This is an optimization exercise on Yosys and OpenROAD, whose aim is small area, not a production implementation. Where RTL was checked, it was by simulation tests only, not by an equivalence proof against the original. Power figures rest on the tool's default switching activity, not on a simulated workload.

==> 08-13 <==
==> flow/design.v (excerpt) <==
module pwl_sqrt_top (
  input  logic                            clk,
  input  logic                            rst_n,
  input  logic                            in_valid,
  input  logic [pwl_pkg::A_W-1:0]         in_a,
  input  logic signed [pwl_pkg::B_W-1:0]  in_b,
  input  logic [pwl_pkg::LEN_W-1:0]       in_len,
  output logic                            in_credit,
  output logic                            out_valid,
  output logic [pwl_pkg::T_W-1:0]         out_t,
  output logic [pwl_pkg::LEN_W-1:0]       out_len,
  output logic [pwl_pkg::Y_W-1:0]         out_y0,
  output logic [pwl_pkg::Y_W-1:0]         out_y1,
  input  logic                            out_credit
);
  localparam logic [2:0] S_IDLE = 3'd0;
  localparam logic [2:0] S_SQ   = 3'd1;
  localparam logic [2:0] S_REC  = 3'd2;
  localparam logic [2:0] S_EMIT = 3'd3;
  localparam logic [2:0] S_TADD = 3'd4;
  localparam logic [2:0] S_SCAN = 3'd5;
  localparam logic [2:0] S_LEFT = 3'd6;
  ...
clock: 15.0 ns
lec_check: 0
abc_area: 1
cap_margin: 20
core_margin: 2
core_utilization: 40
slew_margin: 20
standard.sh (not shown) runs the stock make flow with config.mk's settings and CLKGATE_MAP_FILE= SYNTH_SCRIPT=/design/flow/synth_recipe.tcl, a recipe that flattens the netlist after the stock synthesis.
==> flow/flow/run.sh <==
#!/bin/bash
# Standard ORFS layout with two changes: the smallest buffer on the ports, and a
# clock tree of small buffers in small clusters, without dummy loads.
set -euo pipefail
export BUFFER_PORTS_ARGS="-buffer_cell sky130_fd_sc_hd__buf_1"
export CTS_ARGS="-sink_clustering_enable -repair_clock_nets -dont_use_dummy_load -buf_list sky130_fd_sc_hd__clkbuf_4 -sink_clustering_size 10 -sink_clustering_max_diameter 60"
bash standard.sh finish > orfs_make.log 2>&1
==> 08-09 (differences from 08-13) <==
==> flow/design.v (replaced) <==
package pwl_pkg;
  localparam int A_W   = 24;  
  localparam int B_W   = 16;  
  localparam int LEN_W = 16;  
  localparam int U_W   = 32;  
  localparam int Y_W   = 16;  
  localparam int T_W   = 32;  
endpackage
`timescale 1ns/100ps
module pwl_sqrt_top (
  input  logic                            clk,
  input  logic                            rst_n,
  input  logic                            in_valid,
  input  logic [pwl_pkg::A_W-1:0]         in_a,
  input  logic signed [pwl_pkg::B_W-1:0]  in_b,
  input  logic [pwl_pkg::LEN_W-1:0]       in_len,
  output logic                            in_credit,
  output logic                            out_valid,
  output logic [pwl_pkg::T_W-1:0]         out_t,
  output logic [pwl_pkg::LEN_W-1:0]       out_len,
  output logic [pwl_pkg::Y_W-1:0]         out_y0,
  output logic [pwl_pkg::Y_W-1:0]         out_y1,
  input  logic                            out_credit
);
  localparam logic [2:0] S_IDLE = 3'd0;
  localparam logic [2:0] S_SQ   = 3'd1;
  localparam logic [2:0] S_FIN  = 3'd2;
  localparam logic [2:0] S_EMIT = 3'd3;
  localparam logic [2:0] S_TADD = 3'd4;
  localparam logic [2:0] S_SCAN = 3'd5;
  localparam logic [2:0] S_LEFT = 3'd6;
  localparam logic [2:0] S_MULT = 3'd7;
  logic [55:0] c2, c1, c0;
  logic        v2, v1, v0;
  logic [2:0]  st;
  logic        mw, m0, m1;
  assign mw = v0 && (st == S_IDLE);
  assign m0 = v1 && (!v0 || mw);
  assign m1 = v2 && (!v1 || m0);
  always_ff @(posedge clk) begin
    if (!rst_n) begin
      v2 <= 1'b0;
      v1 <= 1'b0;
      v0 <= 1'b0;
    end else begin
      v2 <= in_valid || (v2 && !m1);
      v1 <= m1 || (v1 && !m0);
      v0 <= m0 || (v0 && !mw);
    end
  end
  always_ff @(posedge clk) begin
    if (in_valid) c2 <= {in_a, in_b, in_len};
    if (m1)       c1 <= c2;
    if (m0)       c0 <= c1;
  end
  logic [4:0]  ph;
  logic [4:0]  cnt;
  logic [31:0] u;
  logic [15:0] b;
  logic [15:0] lf;
  logic [15:0] y0;
  logic [15:0] q;
  logic [17:0] r;
  logic [31:0] t;
  logic [3:0]  k;
  logic        first, neg, last, s, cy, p0, p1, pj, qd, rd1, rd2, tz;
  logic [1:0]  cred;
  logic pe, sq_it, fi, tact, done;
  assign pe    = (ph == 5'd31);
  assign sq_it = (st == S_SQ) && (cnt != 5'd0);
  assign fi    = (st == S_SQ) && (cnt == 5'd1);
  assign out_valid = (st == S_EMIT) && (ph == 5'd0) && (cred != 2'd0);
  assign tact  = out_valid || (st == S_TADD);
  assign done  = last || (lf == 16'd0);
  logic u_eff;
  assign u_eff = u[0] && !neg;
  logic [3:0] j;
  logic ge, win, aft, atj, pjx, bs, add_m;
  assign j     = cnt[3:0];
  assign ge    = (ph[3:0] >= j);
  assign win   = ph[4] ^ ge;
  assign aft   = ph[4] && ge;
  assign atj   = (ph == {1'b0, j});
  assign pjx   = !last || (atj ? lf[0] : pj);
  assign bs    = win ? b[0] : (aft ? b[15] : 1'b0);
  assign add_m = bs && pjx;
  logic pl;
  assign pl = last ? (!ph[4] && lf[0]) : (ph == {1'b0, k});
  logic rop, top_b;
  assign rop   = (ph == 5'd0) ? p0 : (ph == 5'd1) ? p1 : (fi ? 1'b0 : rd2);
  assign top_b = (ph == 5'd0) ? s : (ph == 5'd1) ? 1'b1 : (q[14] ^ !s);
  logic x_a, x_b, x_ci, x_s, x_co;
  always_comb begin
    case (st)
      S_MULT:  begin x_a = u_eff; x_b = add_m;                   x_ci = (ph == 5'd0) ? 1'b0 : cy; end
      S_LEFT:  begin x_a = lf[0]; x_b = !(ph == {1'b0, k});      x_ci = (ph == 5'd0) ? 1'b1 : cy; end
      S_SQ:    begin x_a = rop;   x_b = top_b;                   x_ci = (ph == 5'd0) ? !s   : cy; end
      default: begin x_a = t[0];  x_b = pl;                      x_ci = (ph == 5'd0) ? 1'b0 : cy; end
    endcase
    x_s  = x_a ^ x_b ^ x_ci;
    x_co = (x_a & x_b) | (x_a & x_ci) | (x_b & x_ci);
  end
  logic u_in, lf_in, q_in, y0_in, t_in, r_en, t_en, b_rot, q_upd;
  assign u_in  = (st == S_MULT) ? x_s : u_eff;
  assign lf_in = ((st == S_LEFT) && !ph[4]) ? x_s :
                 ((st == S_MULT) && last)   ? (lf[0] && (ph[3:0] < k)) : lf[0];
  assign q_upd = (sq_it || (st == S_FIN)) && !ph[4];
  assign q_in  = q_upd ? (fi ? 1'b0 : ((ph == 5'd0) ? !s : qd)) : q[0];
  assign y0_in = ((st == S_FIN) && first && !ph[4]) ? q_in :
                 (tact && !ph[4]) ? q[0] : y0[0];
  assign r_en  = sq_it && (ph < 5'd18);
  assign t_en  = tact || (tz && (st != S_IDLE));
  assign t_in  = tz ? 1'b0 : x_s;
  assign b_rot = (st == S_MULT) && win;
  always_ff @(posedge clk) begin
    ph  <= mw ? 5'd0 : ph + 5'd1;
    cy  <= x_co;
    qd  <= q[0];
    rd1 <= r[0];
    rd2 <= rd1;
    y0  <= {y0_in, y0[15:1]};
    q   <= {q_in, q[15:1]};
    if (r_en) r <= {x_s, r[17:1]};
    if (t_en) t <= {t_in, t[31:1]};
    if (mw) begin
      u  <= {8'd0, c0[55:32]};
      b  <= c0[31:16];
      lf <= c0[15:0];
    end else begin
      u  <= {u_in, u[31:1]};
      lf <= {lf_in, lf[15:1]};
      if (b_rot) b <= {b[0], b[15:1]};
    end
  end
  logic [3:0] kf;
  always_comb begin
    if (ph[4:1] <= 4'd2)       kf = 4'd0;
    else if (ph[4:1] >= 4'd12) kf = 4'd10;
    else                       kf = ph[4:1] - 4'd2;
  end
  always_ff @(posedge clk) begin
    if ((st == S_SCAN) && (u[0] || (ph == 5'd0))) k <= kf;
    if ((st == S_LEFT) && (ph == 5'd15)) last <= !x_co;
    if ((st == S_MULT) && atj) pj <= lf[0];
    if ((st == S_SQ) && (ph[4:1] == ~cnt[3:0])) begin
      if (ph[0]) p1 <= u_eff;
      else       p0 <= u_eff;
    end
    if (sq_it && (ph == 5'd17)) s <= x_s;
    if (mw) neg <= 1'b0;
    else if ((st == S_MULT) && pe) neg <= add_m && !x_co;
    else if ((st == S_SQ) && (cnt == 5'd0) && pe) begin
      neg <= 1'b0;
      s   <= 1'b0;
    end
  end
  always_ff @(posedge clk) begin
    if (!rst_n) begin
      st        <= S_IDLE;
      cred      <= 2'd2;
      in_credit <= 1'b0;
      tz        <= 1'b1;
    end else begin
      in_credit <= (st == S_TADD) && pe && done;
      cred      <= cred + {1'b0, out_credit} - {1'b0, out_valid};
      if (tz && (st != S_IDLE) && pe) tz <= 1'b0;
      case (st)
        S_IDLE: if (mw) begin
          st    <= S_SQ;
          cnt   <= 5'd0;
          first <= 1'b1;
        end
        S_SQ: if (pe) begin
          if (cnt == 5'd16) st <= S_FIN;
          cnt <= cnt + 5'd1;
        end
        S_FIN: if (pe) begin
          st    <= first ? S_SCAN : S_EMIT;
          first <= 1'b0;
        end
        S_EMIT: if (out_valid) st <= S_TADD;
        S_TADD: if (pe) st <= done ? S_IDLE : S_SCAN;
        S_SCAN: if (pe) st <= S_LEFT;
        S_LEFT: if (pe) begin
          st  <= S_MULT;
          cnt <= last ? 5'd0 : {1'b0, k};
        end
        S_MULT: if (pe) begin
          if (cnt[3:0] == k) begin
            st  <= S_SQ;
            cnt <= 5'd0;
          end else begin
            cnt <= cnt + 5'd1;
          end
        end
        default: st <= S_IDLE;
      endcase
    end
  end
  assign out_t   = t;
  assign out_y0  = y0;
  assign out_y1  = q;
  assign out_len = last ? lf : (16'd1 << k);
endmodule
==> flow/flow/run.sh (replaced) <==
#!/bin/bash
# Standard ORFS layout, with the smallest buffer on the ports.
set -euo pipefail
export BUFFER_PORTS_ARGS="-buffer_cell sky130_fd_sc_hd__buf_1"
bash standard.sh finish > orfs_make.log 2>&1
Settings changed: ABC_AREA 1 to unset.
==> comparison <==
Against 08-13, the routed wire length of 08-09 is higher by about 9%.
Combinational power: 08-09 is lower than 08-13 (about 56%).
08-09 ran to the end with no violations. 08-13 finished with timing, DRC and antenna clean.
Against 08-09, the sequential share of layout area of 08-13 is higher by 2.5 points.
In 08-13 the first-iteration DRC count is higher than in 08-09, by 11%.

* * *

==> inputs of v27 <==
RTL: one of the versions met above, not the one the previous note started from.
## pwl_sqrt_top
module pwl_sqrt_top (
  input  logic                            clk,
  input  logic                            rst_n,
  input  logic                            in_valid,
  input  logic [pwl_pkg::A_W-1:0]         in_a,
  input  logic signed [pwl_pkg::B_W-1:0]  in_b,
  input  logic [pwl_pkg::LEN_W-1:0]       in_len,
  output logic                            in_credit,
  output logic                            out_valid,
  output logic [pwl_pkg::T_W-1:0]         out_t,
  output logic [pwl_pkg::LEN_W-1:0]       out_len,
  output logic [pwl_pkg::Y_W-1:0]         out_y0,
  output logic [pwl_pkg::Y_W-1:0]         out_y1,
  input  logic                            out_credit
);
clock: 15.0 ns
lec_check: 0
cap_margin: 20
core_margin: 2
core_utilization: 40
slew_margin: 20
run.sh (not shown) runs the stock make flow with config.mk's settings and CLKGATE_MAP_FILE= SYNTH_SCRIPT=/design/flow/synth_recipe.tcl, a recipe that flattens the netlist after the stock synthesis.
Stock flow here: none of the scripts above is used.
==> inputs of v7, as changes to v27 <==
==> flow/design.v (replaced) <==
package pwl_pkg;
  localparam int A_W   = 24;  
  localparam int B_W   = 16;  
  localparam int LEN_W = 16;  
  localparam int U_W   = 32;  
  localparam int Y_W   = 16;  
  localparam int T_W   = 32;  
endpackage
`timescale 1ns/100ps
module pwl_sqrt_top (
  input  logic                            clk,
  input  logic                            rst_n,
  input  logic                            in_valid,
  input  logic [pwl_pkg::A_W-1:0]         in_a,
  input  logic signed [pwl_pkg::B_W-1:0]  in_b,
  input  logic [pwl_pkg::LEN_W-1:0]       in_len,
  output logic                            in_credit,
  output logic                            out_valid,
  output logic [pwl_pkg::T_W-1:0]         out_t,
  output logic [pwl_pkg::LEN_W-1:0]       out_len,
  output logic [pwl_pkg::Y_W-1:0]         out_y0,
  output logic [pwl_pkg::Y_W-1:0]         out_y1,
  input  logic                            out_credit
);
  localparam logic [2:0] S_IDLE = 3'd0;
  localparam logic [2:0] S_SQ   = 3'd1;
  localparam logic [2:0] S_REC  = 3'd2;
  localparam logic [2:0] S_EMIT = 3'd3;
  localparam logic [2:0] S_TADD = 3'd4;
  localparam logic [2:0] S_SCAN = 3'd5;
  localparam logic [2:0] S_LEFT = 3'd6;
  localparam logic [2:0] S_MULT = 3'd7;
  logic [55:0] c2, c1, c0;
  logic        v2, v1, v0;
  logic [2:0]  st;
  logic        mw, m0, m1;
  assign mw = v0 && (st == S_IDLE);
  assign m0 = v1 && (!v0 || mw);
  assign m1 = v2 && (!v1 || m0);
  always_ff @(posedge clk) begin
    if (!rst_n) begin
      v2 <= 1'b0;
      v1 <= 1'b0;
      v0 <= 1'b0;
    end else begin
      v2 <= in_valid || (v2 && !m1);
      v1 <= m1 || (v1 && !m0);
      v0 <= m0 || (v0 && !mw);
    end
  end
  always_ff @(posedge clk) begin
    if (in_valid) c2 <= {in_a, in_b, in_len};
    if (m1)       c1 <= c2;
    if (m0)       c0 <= c1;
  end
  logic [4:0]  ph;
  logic [4:0]  cnt;
  logic [31:0] u;
  logic [15:0] b;
  logic [15:0] lf;
  logic [15:0] y0;
  logic [15:0] q;
  logic [31:0] t;
  logic [3:0]  k;
  logic        first, neg, last, s, cy, p0, p1, qd, tz;
  logic [1:0]  cred;
  logic pe, fin, tact, done;
  assign pe    = (ph == 5'd31);
  assign fin   = (cnt == 5'd16);   
  assign out_valid = (st == S_EMIT) && (ph == 5'd0) && (cred != 2'd0);
  assign tact  = out_valid || (st == S_TADD);
  assign done  = last || (lf == 16'd0);
  assign in_credit = (st == S_TADD) && pe && done;
  logic u_eff;
  assign u_eff = u[0] && !neg && !(first && (st == S_SQ) && (cnt == 5'd0) && ph[4] && ph[3]);
  logic [3:0] j;
  logic ge, win, aft, atj, pjx, bs, add_m, btap, add_r;
  assign j     = cnt[3:0];
  assign ge    = (ph[3:0] >= j);
  assign win   = ph[4] ^ ge;
  assign aft   = ph[4] && ge;
  assign atj   = (ph == {1'b0, j});
  assign pjx   = !last || (atj ? lf[0] : p1);
  always_comb begin
    case (j)
      4'd0:    btap = b[0];
      4'd1:    btap = b[15];
      4'd2:    btap = b[14];
      4'd3:    btap = b[13];
      4'd4:    btap = b[12];
      4'd5:    btap = b[11];
      4'd6:    btap = b[10];
      4'd7:    btap = b[9];
      4'd8:    btap = b[8];
      4'd9:    btap = b[7];
      default: btap = b[6];
    endcase
  end
  assign bs    = win ? btap : (aft ? p0 : 1'b0);
  assign add_m = bs && pjx;
  assign add_r = win && (atj || q[0]) && p1;
  logic aft_sh, eq_sh, at_sh, q_cut, sq_b, sq_t;
  assign aft_sh = (ph[4:1] >= ~cnt[3:0]);
  assign eq_sh  = (ph[4:1] == ~cnt[3:0]);
  assign at_sh  = eq_sh && !ph[0];
  assign q_cut  = ph[4] && cnt[3] && (ph[3:1] > ~cnt[2:0]);
  assign sq_t   = eq_sh ? (ph[0] || s) :
                  ((q[{cnt[2:0], 1'b0}] && !q_cut) ^ !s);
  assign sq_b   = aft_sh && sq_t;
  logic pl;
  assign pl = last ? (!ph[4] && lf[0]) : (ph == {1'b0, k});
  logic x_a, x_b, x_ci, x_s, x_co;
  always_comb begin
    case (st)
      S_MULT:  begin x_a = u_eff; x_b = add_m;              x_ci = (ph == 5'd0) ? 1'b0 : cy; end
      S_REC:   begin x_a = u_eff; x_b = add_r;              x_ci = (ph == 5'd0) ? 1'b0 : cy; end
      S_LEFT:  begin x_a = lf[0]; x_b = !(ph == {1'b0, k}); x_ci = (ph == 5'd0) ? 1'b1 : cy; end
      S_SQ:    begin x_a = u_eff; x_b = sq_b && !fin;       x_ci = (at_sh && !fin) ? !s : ((ph == 5'd0) ? 1'b0 : cy); end
      default: begin x_a = t[0];  x_b = pl;                 x_ci = (ph == 5'd0) ? 1'b0 : cy; end
    endcase
    x_s  = x_a ^ x_b ^ x_ci;
    x_co = (x_a & x_b) | (x_a & x_ci) | (x_b & x_ci);
  end
  logic u_in, lf_in, q_in, y0_in, t_in, t_en, q_upd;
  assign u_in  = ((st == S_MULT) || (st == S_REC) || (st == S_SQ)) ? x_s : u_eff;
  assign lf_in = ((st == S_LEFT) && !ph[4]) ? x_s :
                 ((st == S_MULT) && last)   ? (lf[0] && (ph[3:0] < k)) : lf[0];
  assign q_upd = (st == S_SQ) && !ph[4];
  assign q_in  = q_upd ? ((cnt == 5'd0) ? 1'b0 : ((ph == 5'd0) ? !s : qd)) :
                 ((st == S_REC) && ph[4]) ? qd : q[0];
  assign y0_in = ((st == S_SQ) && fin && first && !ph[4]) ? q_in :
                 (tact && !ph[4]) ? q[0] : y0[0];
  assign t_en  = tact || (tz && (st != S_IDLE));
  assign t_in  = tz ? 1'b0 : x_s;
  always_ff @(posedge clk) begin
    ph  <= mw ? 5'd0 : ph + 5'd1;
    cy  <= x_co;
    qd  <= q[0];
    y0  <= {y0_in, y0[15:1]};
    q   <= {q_in, q[15:1]};
    b   <= {b[0], b[15:1]};
    if (t_en) t <= {t_in, t[31:1]};
    if (mw) begin
      u  <= {u_in, u[31:25], c0[55:32]};
      b  <= c0[31:16];
      lf <= c0[15:0];
    end else begin
      u  <= {u_in, u[31:1]};
      lf <= {lf_in, lf[15:1]};
    end
  end
  logic [3:0] kf;
  always_comb begin
    if (ph[4:1] <= 4'd2)       kf = 4'd0;
    else if (ph[4:1] >= 4'd12) kf = 4'd10;
    else                       kf = ph[4:1] - 4'd2;
  end
  always_ff @(posedge clk) begin
    if ((st == S_SCAN) && (u[0] || (ph == 5'd0))) k <= kf;
    if ((st == S_LEFT) && (ph == 5'd15)) last <= !x_co;
    if ((st == S_MULT) && win) p0 <= btap;
    if ((st == S_MULT) && atj) p1 <= lf[0];
    if ((st == S_REC) && (ph == {1'b0, cnt[2:0], 1'b1})) p0 <= q[0];
    if ((st == S_SQ) && fin && pe) p1 <= 1'b1;
    else if ((st == S_REC) && pe)  p1 <= p0;
    if (mw || ((st == S_MULT) && pe)) s <= 1'b0;
    else if ((st == S_SQ) && !fin && pe) s <= !x_co;
    if (mw) neg <= 1'b0;
    else if ((st == S_MULT) && pe) neg <= add_m && !x_co;
    else if ((st == S_SQ) && (cnt == 5'd0) && pe) neg <= 1'b0;
  end
  always_ff @(posedge clk) begin
    if (!rst_n) begin
      st        <= S_IDLE;
      cred      <= 2'd2;
      tz        <= 1'b1;
    end else begin
      cred      <= cred + {1'b0, out_credit} - {1'b0, out_valid};
      if (tz && (st != S_IDLE) && pe) tz <= 1'b0;
      case (st)
        S_IDLE: if (mw) begin
          st    <= S_SQ;
          cnt   <= 5'd0;
          first <= 1'b1;
        end
        S_SQ: if (pe) begin
          if (fin) begin
            st  <= S_REC;
            cnt <= 5'd0;
          end else begin
            cnt <= cnt + 5'd1;
          end
        end
        S_REC: if (pe) begin
          if (cnt[3:0] == 4'd15) begin
            st    <= first ? S_SCAN : S_EMIT;
            first <= 1'b0;
          end
          cnt <= cnt + 5'd1;
        end
        S_EMIT: if (out_valid) st <= S_TADD;
        S_TADD: if (pe) st <= done ? S_IDLE : S_SCAN;
        S_SCAN: if (pe) st <= S_LEFT;
        S_LEFT: if (pe) begin
          st  <= S_MULT;
          cnt <= last ? 5'd0 : {1'b0, k};
        end
        S_MULT: if (pe) begin
          if (cnt[3:0] == k) begin
            st  <= S_SQ;
            cnt <= 5'd0;
          end else begin
            cnt <= cnt + 5'd1;
          end
        end
        default: st <= S_IDLE;
      endcase
    end
  end
  assign out_t   = t;
  assign out_y0  = y0;
  assign out_y1  = q;
  assign out_len = last ? {6'd0, lf[9:0]} : (16'd1 << k);
endmodule
==> flow/flow/run.sh (new file) <==
#!/bin/bash
# Standard ORFS layout with two changes: the smallest buffer on the ports, and a
# clock tree of small buffers in small clusters, without dummy loads.
set -euo pipefail
export BUFFER_PORTS_ARGS="-buffer_cell sky130_fd_sc_hd__buf_1"
export CTS_ARGS="-sink_clustering_enable -repair_clock_nets -dont_use_dummy_load -buf_list sky130_fd_sc_hd__clkbuf_4 -sink_clustering_size 10 -sink_clustering_max_diameter 60"
bash standard.sh finish > orfs_make.log 2>&1
==> flow/standard.sh (new file) <==
#!/bin/bash
# synth_recipe.tcl (not shown) runs the flow's synth.tcl, then flattens the netlist and writes it again
# the make line also repeats each setting of config.mk as NAME=value (left out here)
make -C /OpenROAD-flow-scripts/flow DESIGN_CONFIG=/design/flow/config.mk WORK_HOME=/design/flow/orfs CLKGATE_MAP_FILE= SYNTH_SCRIPT=/design/flow/synth_recipe.tcl "${@:-finish}"
removed: flow/run.sh
==> inputs of v24, as changes to v27 <==
==> flow/flow/run.sh (new file) <==
#!/bin/bash
# Standard ORFS layout, with the smallest buffer on the ports and a clock tree of
# smaller buffers without dummy loads.
set -euo pipefail
export BUFFER_PORTS_ARGS="-buffer_cell sky130_fd_sc_hd__buf_1"
export CTS_ARGS="-sink_clustering_enable -repair_clock_nets -buf_list sky130_fd_sc_hd__clkbuf_4 -dont_use_dummy_load"
bash standard.sh finish > orfs_make.log 2>&1
==> flow/standard.sh (new file) <==
#!/bin/bash
# synth_recipe.tcl (not shown) runs the flow's synth.tcl, then flattens the netlist and writes it again
# the make line also repeats each setting of config.mk as NAME=value (left out here)
make -C /OpenROAD-flow-scripts/flow DESIGN_CONFIG=/design/flow/config.mk WORK_HOME=/design/flow/orfs CLKGATE_MAP_FILE= SYNTH_SCRIPT=/design/flow/synth_recipe.tcl "${@:-finish}"
removed: flow/run.sh
==> inputs of v37, as changes to v27 <==
--- a/flow/design.v
+++ b/flow/design.v
@@ -61,30 +61,46 @@
   logic [15:0] y0;
   logic [15:0] q;
   logic [17:0] r;
   logic [31:0] t;
   logic [3:0]  k;
-  logic        first, neg, last, s, cy, p0, p1, pj, qd, rd1, rd2, tz;
+  logic        first, neg, last, s, cy, p0, p1, qd, rd1, rd2, tz;
   logic [1:0]  cred;
   logic pe, sq_it, fi, tact, done;
   assign pe    = (ph == 5'd31);
   assign sq_it = (st == S_SQ) && (cnt != 5'd0);
   assign fi    = (st == S_SQ) && (cnt == 5'd1);
   assign out_valid = (st == S_EMIT) && (ph == 5'd0) && (cred != 2'd0);
   assign tact  = out_valid || (st == S_TADD);
   assign done  = last || (lf == 16'd0);
+  assign in_credit = (st == S_TADD) && pe && done;
   logic u_eff;
-  assign u_eff = u[0] && !neg;
+  assign u_eff = u[0] && !neg && !(first && (st == S_SQ) && (cnt == 5'd0) && ph[4] && ph[3]);
   logic [3:0] j;
-  logic ge, win, aft, atj, pjx, bs, add_m;
+  logic ge, win, aft, atj, pjx, bs, add_m, btap;
   assign j     = cnt[3:0];
   assign ge    = (ph[3:0] >= j);
   assign win   = ph[4] ^ ge;
   assign aft   = ph[4] && ge;
   assign atj   = (ph == {1'b0, j});
-  assign pjx   = !last || (atj ? lf[0] : pj);
-  assign bs    = win ? b[0] : (aft ? b[15] : 1'b0);
+  assign pjx   = !last || (atj ? lf[0] : p1);
+  always_comb begin
+    case (j)
+      4'd0:    btap = b[0];
+      4'd1:    btap = b[15];
+      4'd2:    btap = b[14];
+      4'd3:    btap = b[13];
+      4'd4:    btap = b[12];
+      4'd5:    btap = b[11];
+      4'd6:    btap = b[10];
+      4'd7:    btap = b[9];
+      4'd8:    btap = b[8];
+      4'd9:    btap = b[7];
+      default: btap = b[6];
+    endcase
+  end
+  assign bs    = win ? btap : (aft ? p0 : 1'b0);
   assign add_m = bs && pjx;
   logic pl;
   assign pl = last ? (!ph[4] && lf[0]) : (ph == {1'b0, k});
   logic rop, top_b;
   assign rop   = (ph == 5'd0) ? p0 : (ph == 5'd1) ? p1 : (fi ? 1'b0 : rd2);
@@ -98,22 +114,21 @@
       default: begin x_a = t[0];  x_b = pl;                      x_ci = (ph == 5'd0) ? 1'b0 : cy; end
     endcase
     x_s  = x_a ^ x_b ^ x_ci;
     x_co = (x_a & x_b) | (x_a & x_ci) | (x_b & x_ci);
   end
-  logic u_in, lf_in, q_in, y0_in, t_in, r_en, t_en, b_rot, q_upd;
+  logic u_in, lf_in, q_in, y0_in, t_in, r_en, t_en, q_upd;
   assign u_in  = (st == S_MULT) ? x_s : u_eff;
   assign lf_in = ((st == S_LEFT) && !ph[4]) ? x_s :
                  ((st == S_MULT) && last)   ? (lf[0] && (ph[3:0] < k)) : lf[0];
   assign q_upd = (sq_it || (st == S_FIN)) && !ph[4];
   assign q_in  = q_upd ? (fi ? 1'b0 : ((ph == 5'd0) ? !s : qd)) : q[0];
   assign y0_in = ((st == S_FIN) && first && !ph[4]) ? q_in :
                  (tact && !ph[4]) ? q[0] : y0[0];
   assign r_en  = sq_it && (ph < 5'd18);
   assign t_en  = tact || (tz && (st != S_IDLE));
   assign t_in  = tz ? 1'b0 : x_s;
-  assign b_rot = (st == S_MULT) && win;
   always_ff @(posedge clk) begin
     ph  <= mw ? 5'd0 : ph + 5'd1;
     cy  <= x_co;
     qd  <= q[0];
     rd1 <= r[0];
@@ -121,17 +136,17 @@
     y0  <= {y0_in, y0[15:1]};
     q   <= {q_in, q[15:1]};
     if (r_en) r <= {x_s, r[17:1]};
     if (t_en) t <= {t_in, t[31:1]};
     if (mw) begin
-      u  <= {8'd0, c0[55:32]};
+      u  <= {u_in, u[31:25], c0[55:32]};
       b  <= c0[31:16];
       lf <= c0[15:0];
     end else begin
       u  <= {u_in, u[31:1]};
       lf <= {lf_in, lf[15:1]};
-      if (b_rot) b <= {b[0], b[15:1]};
+      b  <= {b[0], b[15:1]};
     end
   end
   logic [3:0] kf;
   always_comb begin
     if (ph[4:1] <= 4'd2)       kf = 4'd0;
@@ -139,11 +154,12 @@
     else                       kf = ph[4:1] - 4'd2;
   end
   always_ff @(posedge clk) begin
     if ((st == S_SCAN) && (u[0] || (ph == 5'd0))) k <= kf;
     if ((st == S_LEFT) && (ph == 5'd15)) last <= !x_co;
-    if ((st == S_MULT) && atj) pj <= lf[0];
+    if ((st == S_MULT) && win) p0 <= btap;
+    if ((st == S_MULT) && atj) p1 <= lf[0];
     if ((st == S_SQ) && (ph[4:1] == ~cnt[3:0])) begin
       if (ph[0]) p1 <= u_eff;
       else       p0 <= u_eff;
     end
     if (sq_it && (ph == 5'd17)) s <= x_s;
@@ -156,14 +172,12 @@
   end
   always_ff @(posedge clk) begin
     if (!rst_n) begin
       st        <= S_IDLE;
       cred      <= 2'd2;
-      in_credit <= 1'b0;
       tz        <= 1'b1;
     end else begin
-      in_credit <= (st == S_TADD) && pe && done;
       cred      <= cred + {1'b0, out_credit} - {1'b0, out_valid};
       if (tz && (st != S_IDLE) && pe) tz <= 1'b0;
       case (st)
         S_IDLE: if (mw) begin
           st    <= S_SQ;
@@ -198,7 +212,7 @@
     end
   end
   assign out_t   = t;
   assign out_y0  = y0;
   assign out_y1  = q;
-  assign out_len = last ? lf : (16'd1 << k);
+  assign out_len = last ? {6'd0, lf[9:0]} : (16'd1 << k);
 endmodule
==> flow/flow/run.sh (new file) <==
#!/bin/bash
# Standard ORFS layout with two changes: the smallest buffer on the ports, and a
# clock tree of small buffers in small clusters, without dummy loads.
set -euo pipefail
export BUFFER_PORTS_ARGS="-buffer_cell sky130_fd_sc_hd__buf_1"
export CTS_ARGS="-sink_clustering_enable -repair_clock_nets -dont_use_dummy_load -buf_list sky130_fd_sc_hd__clkbuf_4 -sink_clustering_size 10 -sink_clustering_max_diameter 60"
bash standard.sh finish > orfs_make.log 2>&1
==> flow/standard.sh (new file) <==
#!/bin/bash
# synth_recipe.tcl (not shown) runs the flow's synth.tcl, then flattens the netlist and writes it again
# the make line also repeats each setting of config.mk as NAME=value (left out here)
make -C /OpenROAD-flow-scripts/flow DESIGN_CONFIG=/design/flow/config.mk WORK_HOME=/design/flow/orfs CLKGATE_MAP_FILE= SYNTH_SCRIPT=/design/flow/synth_recipe.tcl "${@:-finish}"
ABC_AREA = 1   (was unset)
removed: flow/run.sh
==> qor summary <==
Total buffers and inverters traversed by the critical path: v7 2; v27 3; v24 3; v37 3
Switching part of the total power: v7 32.3%; v27 23.1%; v24 24.7%; v37 32.0%
Final design instance area without fill: v7 12,700 µm²; v27 15,200 µm²; v24 13,800 µm²; v37 13,300 µm²
Layout sequential cell count: v7 327; v27 349; v24 349; v37 347
Worst endpoint data arrival time: v7 2.41 ns; v27 2.66 ns; v24 2.50 ns; v37 2.39 ns
Post-layout instance count excluding filler cells: v7 1,375; v27 1,316; v24 1,341; v37 1,473
Die outline area: v7 30,100 µm²; v27 31,900 µm²; v24 31,900 µm²; v37 31,400 µm²
Share of the final layout cell area in multi-input gates: v7 20.7%; v27 16.5%; v24 18.1%; v37 17.9%
Number of fill cells in the layout: v7 2,603; v27 2,535; v24 2,678; v37 2,757
Reg-to-reg critical path endpoint: v7 u[31]; v27 lf[15]; v24 s; v37 u[31]
Fmax: v7 0.185 GHz; v27 0.177 GHz; v24 0.182 GHz; v37 0.186 GHz
Antenna violations before repair: v7 1; v27 0; v24 1; v37 1
Cells after synthesis: v7 833; v27 735; v24 735; v37 912
Stages on the worst setup path: v7 5; v27 6; v24 6; v37 7
Wire length on met1: v7 9400 µm; v27 9900 µm; v24 9650 µm; v37 9370 µm
Power of the sequential group: v7 1.34 mW; v27 1.18 mW; v24 1.18 mW; v37 1.39 mW
Clock latency on the worst-skew pair: v7 0.66 ns; v27 0.53 ns; v24 0.71 ns; v37 0.65 ns
Xor-xnor portion of the synthesized cell area: v7 0.839%; v27 1.14%; v24 1.14%; v37 0.656%
Post-Synth Simple-Gate Area: v7 11.8%; v27 5.98%; v24 5.98%; v37 11.8%
Status: v7 no timing/DRC/antenna violations; v27 no timing/DRC/antenna violations; v24 no timing/DRC/antenna violations; v37 no timing/DRC/antenna violations
Compound-Gate Fraction of Synth Area: v7 4.98%; v27 5.33%; v24 5.33%; v37 4.15%
Worst clock skew: v7 0.0823 ns; v27 0.0165 ns; v24 0.0710 ns; v37 0.0741 ns
Routed length on met3: v7 1130 µm; v27 1240 µm; v24 1250 µm; v37 1350 µm
Number of cell rows: v7 62; v27 63; v24 63; v37 63
The RTL of v37 was laid out without a check of its function.

-- what the ideal ports hide --
How much do the figures lean on ideal ports? The routed layouts below were timed once more, with nothing changed but the port constraints.
Step 1, drivers: a clkbuf_16 drives clk and a buf_2 each remaining input, both assumed.
Step 2 also shifts input and output timing later by t, the mid clock arrival at the registers, as if the neighbouring blocks saw the same clock.
a / b / c = ideal ports / drivers / drivers and shift; a / b = the first two.
run | t, ns | slack for setup (ns) | worst setup path after step 2 | worst register clock-pin slew, ns
08-13 | 0.662 | 9.504 / 9.465 / 10.127 | register to output | 0.11 / 0.11
08-09 | 0.568 | 9.629 / 9.582 / 10.150 | register to output | 0.06 / 0.06
v27 | 0.569 | 9.342 / 9.295 / 9.864 | register to output | 0.06 / 0.06
v7 | 0.656 | 9.593 / 9.553 / 10.209 | register to output | 0.11 / 0.11
v24 | 0.715 | 9.503 / 9.460 / 10.175 | register to output | 0.06 / 0.06
v37 | 0.639 | 9.611 / 9.570 / 10.209 | register to output | 0.11 / 0.11
After both steps every run listed still meets setup and hold.
